Background: an optimization exercise with open tools, aiming at small area, a short achievable clock period and few clock cycles per item. Do not read the settings as production practice.
At most, simulation tests tie the RTL to the original design; equivalence was not proved.

== red ==
==> flow/design.v <==
package lacg_pkg;
    localparam int DEF_HISTORY_DEPTH = 8;
    localparam int DEF_NUM_CORES     = 4;
    localparam int LOAD_UNIT         = 100;
    localparam int ALL_LOAD_PER_CORE = 120;
    localparam int DEFAULT_INTERVAL  = 20;
endpackage
module load_average_core_count_governor_top #(
    parameter int HISTORY_DEPTH = lacg_pkg::DEF_HISTORY_DEPTH,
    parameter int NUM_CORES     = lacg_pkg::DEF_NUM_CORES
) (
    input  logic        clk,
    input  logic        rst_n,
    input  logic        evt_valid,
    output logic        evt_ready,
    input  logic [1:0]  evt_func,
    input  logic [9:0]  evt_run_count,
    input  logic [3:0]  evt_cores_online,
    input  logic        evt_offline_pending,
    input  logic        evt_screen_suspended,
    output logic        res_valid,
    input  logic        res_ready,
    output logic [2:0]  res_action,
    output logic        res_cancel_offline,
    output logic        res_start_unpause_timer,
    output logic [22:0] res_next_delay,
    output logic [16:0] res_average_load,
    output logic        res_paused_now,
    output logic        res_boost_now,
    input  logic        cfg_valid,
    output logic        cfg_ready,
    input  logic [2:0]  cfg_index,
    input  logic [15:0] cfg_data
);
    assign cfg_ready = 1'b1;
    logic        en_r;
    logic [3:0]  lo_r;
    logic [2:0]  hi_r;
    logic [15:0] ivl_r;
    logic [3:0]  scale_r;
    logic [9:0]  raise_r;
    logic [9:0]  lower_r;
    always_ff @(posedge clk or negedge rst_n) begin
        if (!rst_n) begin
            en_r    <= 1'b0;
            lo_r    <= 4'd2;
            hi_r    <= 3'd4;
            ivl_r   <= 16'd20;
            scale_r <= 4'd2;
            raise_r <= 10'd200;
            lower_r <= 10'd50;
        end else if (cfg_valid) begin
            case (cfg_index)
                3'd0: en_r    <= cfg_data[0];
                3'd1: lo_r    <= (cfg_data[3:0] == 4'd0) ? 4'd1 : cfg_data[3:0];
                3'd2: hi_r    <= (cfg_data[3:0] > 4'd4) ? 3'd4 : cfg_data[2:0];
                3'd3: ivl_r   <= (cfg_data == 16'd0) ? 16'd20 : cfg_data;
                3'd4: scale_r <= cfg_data[3:0];
                3'd5: raise_r <= cfg_data[9:0];
                3'd6: lower_r <= cfg_data[9:0];
                default: ;
            endcase
        end
    end
    typedef struct packed {
        logic       samp;    
        logic       bst;     
        logic       unp;     
        logic [9:0] run;
        logic [3:0] c;       
        logic       pend;
    } ev_t;
    ev_t  e_q;
    logic ve_q, vp_q, vr_q;
    logic vq_q;
    logic adv, acc;
    assign adv       = !vr_q || res_ready;
    assign acc       = evt_valid && adv;
    assign evt_ready = adv;
    assign res_valid = vr_q;
    always_ff @(posedge clk or negedge rst_n) begin
        if (!rst_n) begin
            ve_q <= 1'b0;
            vp_q <= 1'b0;
            vq_q <= 1'b0;
            vr_q <= 1'b0;
        end else if (adv) begin
            ve_q <= evt_valid;
            vp_q <= ve_q;
            vq_q <= vp_q;
            vr_q <= vq_q;
        end
    end
    always_ff @(posedge clk) begin
        if (adv) begin
            e_q.samp <= (evt_func == 2'd0) && en_r;
            e_q.bst  <= (evt_func == 2'd1) && en_r && !evt_screen_suspended;
            e_q.unp  <= (evt_func == 2'd2);
            e_q.run  <= evt_run_count;
            e_q.c    <= (evt_cores_online == 4'd0) ? 4'd1 : evt_cores_online;
            e_q.pend <= evt_offline_pending;
        end
    end
    logic [9:0]  ring [8];
    logic [2:0]  cnt_q;
    logic        full_q;
    logic [12:0] sum_q;
    logic [9:0]  old;
    logic        upd;
    logic [12:0] su_s, su_c, sum_n;
    assign su_s  = sum_q ^ {3'd0, e_q.run} ^ {3'h7, ~old};
    assign su_c  = {(sum_q[11:0] & {2'd0, e_q.run}) | (sum_q[11:0] & {2'h3, ~old}) |
                    ({2'd0, e_q.run} & {2'h3, ~old}), 1'b1};
    assign sum_n = su_s + su_c;
    assign upd = adv && ve_q && e_q.samp;
    assign old = full_q ? ring[7] : 10'd0;
    always_ff @(posedge clk or negedge rst_n) begin
        if (!rst_n) begin
            cnt_q  <= 3'd0;
            full_q <= 1'b0;
            sum_q  <= 13'd0;
        end else if (upd) begin
            cnt_q  <= cnt_q + 3'd1;
            if (cnt_q == 3'd7) full_q <= 1'b1;
            sum_q  <= sum_n;
        end
    end
    always_ff @(posedge clk) begin
        if (upd) begin
            ring[0] <= e_q.run;
            for (int i = 1; i < 8; i++) ring[i] <= ring[i-1];
        end
    end
    function automatic logic [23:0] mul4(input logic [19:0] a, input logic [3:0] b);
        logic [23:0] r0, r1, r2, r3, s1, c1, s2, c2;
        r0 = b[0] ? {4'd0, a}       : 24'd0;
        r1 = b[1] ? {3'd0, a, 1'd0} : 24'd0;
        r2 = b[2] ? {2'd0, a, 2'd0} : 24'd0;
        r3 = b[3] ? {1'd0, a, 3'd0} : 24'd0;
        s1 = r0 ^ r1 ^ r2;
        c1 = ((r0 & r1) | (r0 & r2) | (r1 & r2)) << 1;
        s2 = s1 ^ c1 ^ r3;
        c2 = ((s1 & c1) | (s1 & r3) | (c1 & r3)) << 1;
        mul4 = s2 + c2;
    endfunction
    logic [11:0] raise3;
    logic [11:0] r3_n;
    logic [23:0] lc_full, y_full;
    logic [3:0]  sel;
    assign raise3  = {2'd0, raise_r} + {1'b0, raise_r, 1'b0};
    always_comb begin
        case (e_q.c[1:0])
            2'd1:    r3_n = {2'd0, raise_r};
            2'd2:    r3_n = {1'b0, raise_r, 1'b0};
            default: r3_n = raise3;
        endcase
    end
    assign lc_full = mul4({10'd0, lower_r}, e_q.c);
    assign y_full  = mul4({4'd0, ivl_r}, e_q.c);
    assign sel     = (scale_r == 4'd0) ? e_q.c : scale_r;
    typedef struct packed {
        logic        samp;
        logic        bst;
        logic        unp;
        logic        pend;
        logic        hgc;    
        logic        c1;     
        logic        logc;   
        logic [11:0] r3;     
        logic [13:0] lc;     
        logic [19:0] y;      
        logic        neg0, one0, two0;
        logic        neg1, one1, two1;
        logic        d2;
    } p_t;
    p_t p_q;
    always_ff @(posedge clk) begin
        if (adv) begin
            p_q.samp <= e_q.samp;
            p_q.bst  <= e_q.bst;
            p_q.unp  <= e_q.unp;
            p_q.pend <= e_q.pend;
            p_q.hgc  <= {1'b0, hi_r} > e_q.c;
            p_q.c1   <= e_q.c == 4'd1;
            p_q.logc <= lo_r < e_q.c;
            p_q.r3   <= r3_n;
            p_q.lc   <= lc_full[13:0];
            p_q.y    <= y_full[19:0];
            p_q.neg0 <= sel[1];
            p_q.one0 <= sel[0];
            p_q.two0 <= sel[1] && !sel[0];
            p_q.neg1 <= sel[3];
            p_q.one1 <= sel[2] ^ sel[1];
            p_q.two1 <= (sel[3] && !sel[2] && !sel[1]) || (!sel[3] && sel[2] && sel[1]);
            p_q.d2   <= sel[3];
        end
    end
    logic [16:0] avg;
    logic [17:0] t25;
    logic [19:0] x_raise, x_lower;
    logic        a_all, c_raise, c_lower;
    logic [23:0] m0, m1, b0, b1, b2, prod;
    logic [22:0] dsat;
    logic [19:0] ta, tb, r1, xs1, xc1, ys, yc;
    assign ta      = {2'd0, {1'b0, sum_q, 4'd0} ^ {2'd0, sum_q, 3'd0} ^ {5'd0, sum_q}};
    assign tb      = {2'd0, (({1'b0, sum_q, 4'd0} & {2'd0, sum_q, 3'd0}) | ({1'b0, sum_q, 4'd0} & {5'd0, sum_q}) |
                             ({2'd0, sum_q, 3'd0} & {5'd0, sum_q})) << 1};
    assign t25     = ta[17:0] + tb[17:0];
    assign avg     = t25[17:1];
    assign r1      = ~{7'd0, p_q.r3, 1'b0};
    assign xs1     = ta ^ tb ^ r1;
    assign xc1     = {((ta & tb) | (ta & r1) | (tb & r1)), 1'b1};
    assign x_raise = xs1 + xc1;
    assign ys      = ta ^ tb ^ ~{5'd0, p_q.lc, 1'b1};
    assign yc      = {((ta & tb) | (ta & ~{5'd0, p_q.lc, 1'b1}) | (tb & ~{5'd0, p_q.lc, 1'b1})), 1'b0};
    assign x_lower = ys + yc;
    assign a_all   = sum_q >= 13'd39;
    assign c_raise = !x_raise[19];
    assign c_lower = x_lower[19];
    assign m0   = p_q.two0 ? {3'd0, p_q.y, 1'b0} : p_q.one0 ? {4'd0, p_q.y} : 24'd0;
    assign m1   = p_q.two1 ? {3'd0, p_q.y, 1'b0} : p_q.one1 ? {4'd0, p_q.y} : 24'd0;
    assign b0   = p_q.neg0 ? ~m0 : m0;
    assign b1   = {(p_q.neg1 ? ~m1[21:0] : m1[21:0]), 1'b0, p_q.neg0};
    assign b2   = {(p_q.d2 ? p_q.y : 20'd0), 1'b0, p_q.neg1, 2'd0};
    logic [23:0] bs, bc;
    assign bs   = b0 ^ b1 ^ b2;
    assign bc   = {((b0 & b1) | (b0 & b2) | (b1 & b2)), 1'b0};
    assign prod = bs + bc;
    typedef struct packed {
        logic        samp;
        logic        bst;
        logic        unp;
        logic        pend;
        logic        hgc;
        logic        c1;
        logic        all;    
        logic        one;    
        logic        low;    
        logic [16:0] avg;
        logic [23:0] prod;
    } q_t;
    q_t   q_q;
    always_ff @(posedge clk) begin
        if (adv) begin
            q_q.samp <= p_q.samp;
            q_q.bst  <= p_q.bst;
            q_q.unp  <= p_q.unp;
            q_q.pend <= p_q.pend;
            q_q.hgc  <= p_q.hgc;
            q_q.c1   <= p_q.c1;
            q_q.all  <= a_all && p_q.hgc;
            q_q.one  <= c_raise && p_q.hgc;
            q_q.low  <= c_lower && p_q.logc;
            q_q.avg  <= avg;
            q_q.prod <= prod;
        end
    end
    assign dsat = q_q.prod[23] ? 23'h7FFFFF : q_q.prod[22:0];
    logic        paused_q, boost_q;
    logic        paused_n, boost_n;
    logic [2:0]  act_n;
    logic        can_n, tmr_n, d_ivl, d_sat;
    always_comb begin
        paused_n = paused_q;
        boost_n  = boost_q;
        act_n    = 3'd0;
        can_n    = 1'b0;
        tmr_n    = 1'b0;
        d_ivl    = 1'b0;
        d_sat    = 1'b0;
        if (q_q.samp) begin
            if (q_q.all) begin
                paused_n = 1'b1;
                can_n    = q_q.pend;
                act_n    = 3'd1;
            end else if (paused_q) begin
                act_n    = 3'd4;
                d_ivl    = 1'b1;
            end else if (q_q.one) begin
                can_n    = q_q.pend;
                act_n    = 3'd2;
            end else begin
                d_sat    = 1'b1;
                if (q_q.low) begin
                    boost_n = 1'b0;
                    if (!q_q.pend) act_n = 3'd3;
                end
            end
        end else if (q_q.bst) begin
            if (!boost_q && q_q.hgc) begin
                boost_n = 1'b1;
                if (q_q.c1) begin
                    can_n    = 1'b1;
                    paused_n = 1'b1;
                    act_n    = 3'd2;
                    tmr_n    = 1'b1;
                end else if (q_q.pend) begin
                    can_n    = 1'b1;
                    paused_n = 1'b1;
                    tmr_n    = 1'b1;
                    d_ivl    = 1'b1;
                end
            end
        end else if (q_q.unp) begin
            paused_n = 1'b0;
        end
    end
    always_ff @(posedge clk or negedge rst_n) begin
        if (!rst_n) begin
            paused_q <= 1'b1;
            boost_q  <= 1'b0;
        end else if (adv && vq_q) begin
            paused_q <= paused_n;
            boost_q  <= boost_n;
        end
    end
    logic [2:0]  act_q;
    logic        can_q, tmr_q;
    logic [22:0] dly_q;
    logic [16:0] avg_q;
    always_ff @(posedge clk) begin
        if (adv) begin
            act_q <= act_n;
            can_q <= can_n;
            tmr_q <= tmr_n;
            dly_q <= d_sat ? dsat : d_ivl ? {7'd0, ivl_r} : 23'd0;
            avg_q <= q_q.avg;
        end
    end
    assign res_action              = act_q;
    assign res_cancel_offline      = can_q;
    assign res_start_unpause_timer = tmr_q;
    assign res_next_delay          = dly_q;
    assign res_average_load        = avg_q;
    assign res_paused_now          = paused_q;
    assign res_boost_now           = boost_q;
endmodule
make LEC_CHECK=0 CAP_MARGIN=20 CORE_MARGIN=2 CORE_UTILIZATION=40 CTS_CLUSTER_DIAMETER=100 CTS_CLUSTER_SIZE=20 SETUP_SLACK_MARGIN=3.4 SLEW_MARGIN=20 TNS_END_PERCENT=5 finish   # period 6.5 ns
run.sh (not shown) runs the stock make flow with config.mk's settings and CLKGATE_MAP_FILE= SYNTH_SCRIPT=/design/flow/synth_recipe.tcl, a recipe that flattens the netlist after the stock synthesis.
Relative to red, the following input files were edited for blue:
-- flow/design.v --
<<< red, line 144
        mul4 = s2 + c2;
    endfunction
    logic [11:0] raise3;
    logic [11:0] r3_n;
    logic [23:0] lc_full, y_full;
    logic [3:0]  sel;
    assign raise3  = {2'd0, raise_r} + {1'b0, raise_r, 1'b0};
    always_comb begin
        case (e_q.c[1:0])
            2'd1:    r3_n = {2'd0, raise_r};
            2'd2:    r3_n = {1'b0, raise_r, 1'b0};
            default: r3_n = raise3;
        endcase
    end
    assign lc_full = mul4({10'd0, lower_r}, e_q.c);
    assign y_full  = mul4({4'd0, ivl_r}, e_q.c);
>>> blue, line 144
        mul4 = s2 + c2;
    endfunction
    logic [23:0] lc_full, y_full;
    logic [3:0]  sel;
    assign lc_full = mul4({10'd0, lower_r}, e_q.c);
    assign y_full  = mul4({4'd0, ivl_r}, e_q.c);
<<< red, line 167
        logic        c1;     
        logic        logc;   
        logic [11:0] r3;     
        logic [13:0] lc;     
        logic [19:0] y;      
>>> blue, line 157
        logic        c1;     
        logic        logc;   
        logic [1:0]  cl;     
        logic [13:0] lc;     
        logic [19:0] y;      
<<< red, line 184
            p_q.c1   <= e_q.c == 4'd1;
            p_q.logc <= lo_r < e_q.c;
            p_q.r3   <= r3_n;
            p_q.lc   <= lc_full[13:0];
            p_q.y    <= y_full[19:0];
>>> blue, line 174
            p_q.c1   <= e_q.c == 4'd1;
            p_q.logc <= lo_r < e_q.c;
            p_q.cl   <= e_q.c[1:0];
            p_q.lc   <= lc_full[13:0];
            p_q.y    <= y_full[19:0];
<<< red, line 202
    logic [23:0] m0, m1, b0, b1, b2, prod;
    logic [22:0] dsat;
    logic [19:0] ta, tb, r1, xs1, xc1, ys, yc;
    assign ta      = {2'd0, {1'b0, sum_q, 4'd0} ^ {2'd0, sum_q, 3'd0} ^ {5'd0, sum_q}};
    assign tb      = {2'd0, (({1'b0, sum_q, 4'd0} & {2'd0, sum_q, 3'd0}) | ({1'b0, sum_q, 4'd0} & {5'd0, sum_q}) |
>>> blue, line 192
    logic [23:0] m0, m1, b0, b1, b2, prod;
    logic [22:0] dsat;
    logic [19:0] ta, tb, r1, r2, xs1, xc1, xs2, xc2, ys, yc;
    assign ta      = {2'd0, {1'b0, sum_q, 4'd0} ^ {2'd0, sum_q, 3'd0} ^ {5'd0, sum_q}};
    assign tb      = {2'd0, (({1'b0, sum_q, 4'd0} & {2'd0, sum_q, 3'd0}) | ({1'b0, sum_q, 4'd0} & {5'd0, sum_q}) |
<<< red, line 208
    assign t25     = ta[17:0] + tb[17:0];
    assign avg     = t25[17:1];
    assign r1      = ~{7'd0, p_q.r3, 1'b0};
    assign xs1     = ta ^ tb ^ r1;
    assign xc1     = {((ta & tb) | (ta & r1) | (tb & r1)), 1'b1};
    assign x_raise = xs1 + xc1;
    assign ys      = ta ^ tb ^ ~{5'd0, p_q.lc, 1'b1};
    assign yc      = {((ta & tb) | (ta & ~{5'd0, p_q.lc, 1'b1}) | (tb & ~{5'd0, p_q.lc, 1'b1})), 1'b0};
>>> blue, line 198
    assign t25     = ta[17:0] + tb[17:0];
    assign avg     = t25[17:1];
    assign r1      = p_q.cl[0] ? ~{9'd0, raise_r, 1'b0} : 20'hFFFFF;
    assign r2      = p_q.cl[1] ? ~{8'd0, raise_r, 2'd0} : 20'hFFFFF;
    assign xs1     = ta ^ tb ^ r1;
    assign xc1     = {((ta & tb) | (ta & r1) | (tb & r1)), 1'b1};
    assign xs2     = xs1 ^ xc1 ^ r2;
    assign xc2     = {((xs1 & xc1) | (xs1 & r2) | (xc1 & r2)), 1'b1};
    assign x_raise = xs2 + xc2;
    assign ys      = ta ^ tb ^ ~{5'd0, p_q.lc, 1'b1};
    assign yc      = {((ta & tb) | (ta & ~{5'd0, p_q.lc, 1'b1}) | (tb & ~{5'd0, p_q.lc, 1'b1})), 1'b0};
Findings:
Across blue and red, none had a timing, DRC or antenna violation.
Count of unique library cells instantiated by Yosys ends up higher on red.
Diff red..blue | ratio of routed vias to standard cells | negligible
Register area sits lower in blue than in red.
The final reports for blue and red show fraction of area in multi-input gates higher in the former.
Worst slack at placement: blue and red compared, lower one is blue
blue ended with less final-layout clock buffer total than red.
Testbench counts of blue, summed over its fixed seeds: cycles 12,192, events 12,000.
Only the layout flow was run in red; the RTL was not checked for function there.

[re-timing with driven ports]
The results above use ideal ports. As a check the final layouts listed here were re-extracted and re-timed, cells and wires unchanged. Step 1 sets driving cells, clkbuf_16 on the clock port and buf_2 on the other inputs (assumed; they add their load-dependent delay and slew). Step 2 times the ports against the registers' clock, not the clock port: input delays grow and output delays shrink by t, the midpoint of the rising clock arrivals with the driver on. a / b / c = no drivers / after step 1 / after step 2; a / b = the first two.
run | shift t [ns] | setup slack, ns | latest minus earliest clock arrival (ns) | pins driven straight from the clock port
red | 0.587 | 2.847 / 2.827 / 2.688 | 0.017 / 0.017 | 1
blue | 0.591 | 2.938 / 2.938 / 2.884 | 0.024 / 0.024 | 1
After both steps setup and hold are still met in every run listed. For red, which loses most, drivers alone change the setup slack by -0.020 ns; drivers and shift together by -0.159 ns.
